From an optimization exercise on the open Yosys and OpenROAD flow, aimed at small area; shortcuts taken in it are not production practice. In this exercise RTL edits were held to simulation tests only and were not proved equivalent to the original. Power and IR drop assume default switching activity. The clock port is modelled as an ideal driver; clocking choices that lean on that would not hold on a real chip.

== v6 ==
// mem_issue_sched
module mem_issue_sched #(
  parameter int NLD = 4,
  parameter int NST = 4
) (
  input  logic        clock,
  input  logic        resetn,
  input  logic        alloc_valid,
  input  logic        alloc_store,
  input  logic [31:0] alloc_address,
  input  logic [31:0] alloc_data,
  input  logic [4:0]  alloc_dst,
  output logic        rs_lok,
  output logic        rs_sok,
  output logic        rs_free,
  output logic        mem_req,
  output logic        mem_we,
  output logic [31:0] mem_addr,
  output logic [31:0] mem_wdata,
  input  logic        mem_ack,
  input  logic [31:0] mem_rdata,
  output logic [63:0] out_databus,
  output logic        write_databus,
  output logic [4:0]  out_dst,
  output logic [31:0] out_dst_data,
  output logic        write_dst
);
clock: 8.0 ns
lec_check: 0
abc_area: 1
cap_margin: 20
core_margin: 2
core_utilization: 65
cts_buf_list: sky130_fd_sc_hd__clkbuf_4
cts_cluster_diameter: 50
cts_cluster_size: 10
slew_margin: 20
run.sh (not shown) runs the stock make flow with config.mk's settings and CLKGATE_MAP_FILE= SYNTH_SCRIPT=/design/flow/synth_recipe.tcl, a recipe that flattens the netlist after the stock synthesis.
Modified inputs, v7 compared to v6
- CTS_BUF_LIST no longer set, was sky130_fd_sc_hd__clkbuf_4
- CTS_CLUSTER_SIZE no longer set, was 10
- CTS_CLUSTER_DIAMETER no longer set, was 50
==> flow/flow/run.sh (new file) <==
#!/bin/bash
# The standard layout with two changes: the smallest buffer on every input and output port
# instead of the one buffer_ports picks by default, and a clock tree of small clock buffers
# without dummy loads. Each step's full log stays under orfs/logs/; make's own output goes to
# standard_finish.log in the work folder.
set -euo pipefail
export BUFFER_PORTS_ARGS="-buffer_cell sky130_fd_sc_hd__buf_1"
export CTS_ARGS="-sink_clustering_enable -repair_clock_nets -buf_list sky130_fd_sc_hd__clkbuf_4 -sink_clustering_size 10 -sink_clustering_max_diameter 50 -dont_use_dummy_load"
bash standard.sh finish > standard_finish.log 2>&1
==> flow/standard.sh (new file) <==
#!/bin/bash
# synth_recipe.tcl (not shown) runs the flow's synth.tcl, then flattens the netlist and writes it again
# the make line also repeats each setting of config.mk as NAME=value (left out here)
make -C /OpenROAD-flow-scripts/flow DESIGN_CONFIG=/design/flow/config.mk WORK_HOME=/design/flow/orfs CLKGATE_MAP_FILE= SYNTH_SCRIPT=/design/flow/synth_recipe.tcl "${@:-finish}"
removed: flow/run.sh
[summary]
Number of global-route vias before repair of v7 exceeds that of v6 by a few percent. v6 → v7: area of combinational cells with multiple inputs has increased, post-route worst hold slack has decreased, length in cells of the worst reg-to-reg path has decreased, via count has decreased. From v6 to v7 the numbers moved as follows: via-per-instance ratio rose by 2.5%, sequential share of cell area rose by 9.2 points. On post-route minimum period, the higher figure sits with v6, not v7. v7 vs v6 — fraction of met2 tracks used by global routing dropped 0.39 points. Changes observed in v7 relative to v6: cell area after layout decreased by 11% relative to the old numbers, slew at the pin with the worst max-slew slack decreased by 0.028 ns relative to the old numbers.


Another version of the RTL of mem_issue_sched (not shown whole).
For scale: roughly 590 cells after synthesis, about 460 flip-flops, roughly 280 I/O pins, roughly 0.014 mm2 of cells after synthesis.
clock: 8.0 ns
lec_check: 0
cap_margin: 20
core_margin: 2
core_utilization: 65
slew_margin: 20
standard.sh (not shown) runs the stock make flow with config.mk's settings and CLKGATE_MAP_FILE= SYNTH_SCRIPT=/design/flow/synth_recipe.tcl, a recipe that flattens the netlist after the stock synthesis.
==> flow/flow/run.sh <==
#!/bin/bash
# The standard layout with two changes: the smallest buffer on every input and output port
# instead of the one buffer_ports picks by default, and a clock tree of a few large clusters
# without dummy loads. Each step's full log stays under orfs/logs/; make's own output goes to
# standard_finish.log in the work folder.
set -euo pipefail
export BUFFER_PORTS_ARGS="-buffer_cell sky130_fd_sc_hd__buf_1"
export CTS_ARGS="-sink_clustering_enable -repair_clock_nets -buf_list sky130_fd_sc_hd__clkbuf_16 -sink_clustering_size 35 -sink_clustering_max_diameter 100 -dont_use_dummy_load"
bash standard.sh finish > standard_finish.log 2>&1
The first run completed without violations.
Then changed:
==> flow/run.sh (new file) <==
#!/bin/bash
# synth_recipe.tcl (not shown) runs the flow's synth.tcl, then flattens the netlist and writes it again
# the make line also repeats each setting of config.mk as NAME=value (left out here)
make -C /OpenROAD-flow-scripts/flow DESIGN_CONFIG=/design/flow/config.mk WORK_HOME=/design/flow/orfs CLKGATE_MAP_FILE= SYNTH_SCRIPT=/design/flow/synth_recipe.tcl finish
Settings changed: CORE_UTILIZATION 65 to 40.
removed: flow/flow/run.sh
removed: flow/standard.sh
After rerunning: The changed run finished clean. Global-route usage fell by 4.1 points. Hold slack gets better by 0.070 ns. Synthesized area does not change.
Then changed:
==> flow/flow/run.sh (new file) <==
#!/bin/bash
# The standard layout, with the smallest buffer on every input and output port instead of the
# one buffer_ports picks by default. Each step's full log stays under orfs/logs/; make's own
# output goes to standard_finish.log in the work folder.
set -euo pipefail
export BUFFER_PORTS_ARGS="-buffer_cell sky130_fd_sc_hd__buf_1"
bash standard.sh finish > standard_finish.log 2>&1
==> flow/standard.sh (new file) <==
#!/bin/bash
# synth_recipe.tcl (not shown) runs the flow's synth.tcl, then flattens the netlist and writes it again
# the make line also repeats each setting of config.mk as NAME=value (left out here)
make -C /OpenROAD-flow-scripts/flow DESIGN_CONFIG=/design/flow/config.mk WORK_HOME=/design/flow/orfs CLKGATE_MAP_FILE= SYNTH_SCRIPT=/design/flow/synth_recipe.tcl "${@:-finish}"
Settings changed: CTS_BUF_LIST set to sky130_fd_sc_hd__clkbuf_4 sky130_fd_sc_hd__clkbuf_8.
removed: flow/run.sh
The changed run finished with timing, DRC and antenna clean; cell area is lower by 8.4%; hold slack is worse by 0.012 ns; via count barely changes; total power is lower by 3.8%; non-clock buffer count is lower by 2.
Then changed:
==> flow/run.sh (new file) <==
#!/bin/bash
# synth_recipe.tcl (not shown) runs the flow's synth.tcl, then flattens the netlist and writes it again
# the make line also repeats each setting of config.mk as NAME=value (left out here)
make -C /OpenROAD-flow-scripts/flow DESIGN_CONFIG=/design/flow/config.mk WORK_HOME=/design/flow/orfs CLKGATE_MAP_FILE= SYNTH_SCRIPT=/design/flow/synth_recipe.tcl finish
removed: flow/flow/run.sh
removed: flow/standard.sh
Total power rises by 1.4%.
Hold slack hardly moves.
Clock power hardly moves.
Routed wire length grows by 5.0%.
Non-clock buffer count rises by 2.


mem_issue_sched with an RTL version that a note above also has.
Size: about 600 cells after synthesis, roughly 460 flip-flops, about 280 I/O pins, roughly 14000 um^2 of cells after synthesis.
==> flow/config.mk <==
export PLATFORM = sky130hd
export DESIGN_NAME = mem_issue_sched
export DESIGN_NICKNAME = mem_issue_sched
export VERILOG_FILES = /design/flow/design.v
export SDC_FILE = /design/flow/constraint.sdc
export NUM_CORES = 4
export LEC_CHECK = 0
export ABC_AREA = 1
export CAP_MARGIN = 0
export CORE_MARGIN = 2
export CORE_UTILIZATION = 72
export SLEW_MARGIN = 0
==> flow/constraint.sdc <==
create_clock -name core_clock -period 8.0 [get_ports {clock}]
set_input_delay 1.6000 -clock core_clock [delete_from_list [all_inputs] [get_ports {clock}]]
set_output_delay 1.6000 -clock core_clock [all_outputs]
set_load 0.01 [all_outputs]
==> flow/flow/run.sh <==
#!/bin/bash
# The standard layout with two changes: the smallest buffer on every input and output port
# instead of the one buffer_ports picks by default, and a clock tree of small clock buffers
# without dummy loads. Each step's full log stays under orfs/logs/; make's own output goes to
# standard_finish.log in the work folder.
set -euo pipefail
export BUFFER_PORTS_ARGS="-buffer_cell sky130_fd_sc_hd__buf_1"
export SKIP_REPAIR_TIE_FANOUT=1
export CTS_ARGS="-sink_clustering_enable -repair_clock_nets -buf_list sky130_fd_sc_hd__clkbuf_4 -sink_clustering_size 10 -sink_clustering_max_diameter 50 -dont_use_dummy_load"
bash standard.sh finish > standard_finish.log 2>&1
The baseline ran to the end with no violations.
Next try:
- CORE_UTILIZATION: 72 -> 80
Now the flow ended with an error in detailed placement; synthesized area stays the same; synthesized cell count stays the same.

port drivers added, routing unchanged:
In the flow no input, the clock included, has a driving cell. The finished layouts below were timed again as built, in two steps. Step 1 assumes that a clkbuf_16 drives the clock port and a buf_2 every other input. Step 2, shift: input delay + t, output delay - t, t = (earliest + latest rising clock arrival at the registers) / 2. This alone moves slack from input paths to output paths. Three values: ideal ports, drivers, drivers and shift; two values: the first two.
run	shift t [ns]	slack for setup (ns)	worst slew at a driven data input, ns	pins driven straight from the clock port
v6	0.694	4.253 / 4.215 / 4.909	0.06	1
v7	0.666	4.663 / 4.626 / 5.292	0.05	1
the first run of note 2	0.520	4.372 / 4.333 / 4.852	0.06	1
the second run of note 2	0.583	3.927 / 3.876 / 4.459	0.09	1
the third run of note 2	0.625	4.145 / 4.099 / 4.724	0.07	1
the fourth run of note 2	0.621	3.855 / 3.808 / 4.429	0.09	1
the first run of note 3	0.660	4.733 / 4.693 / 5.126	0.09	1
After both steps every run listed still meets setup and hold.
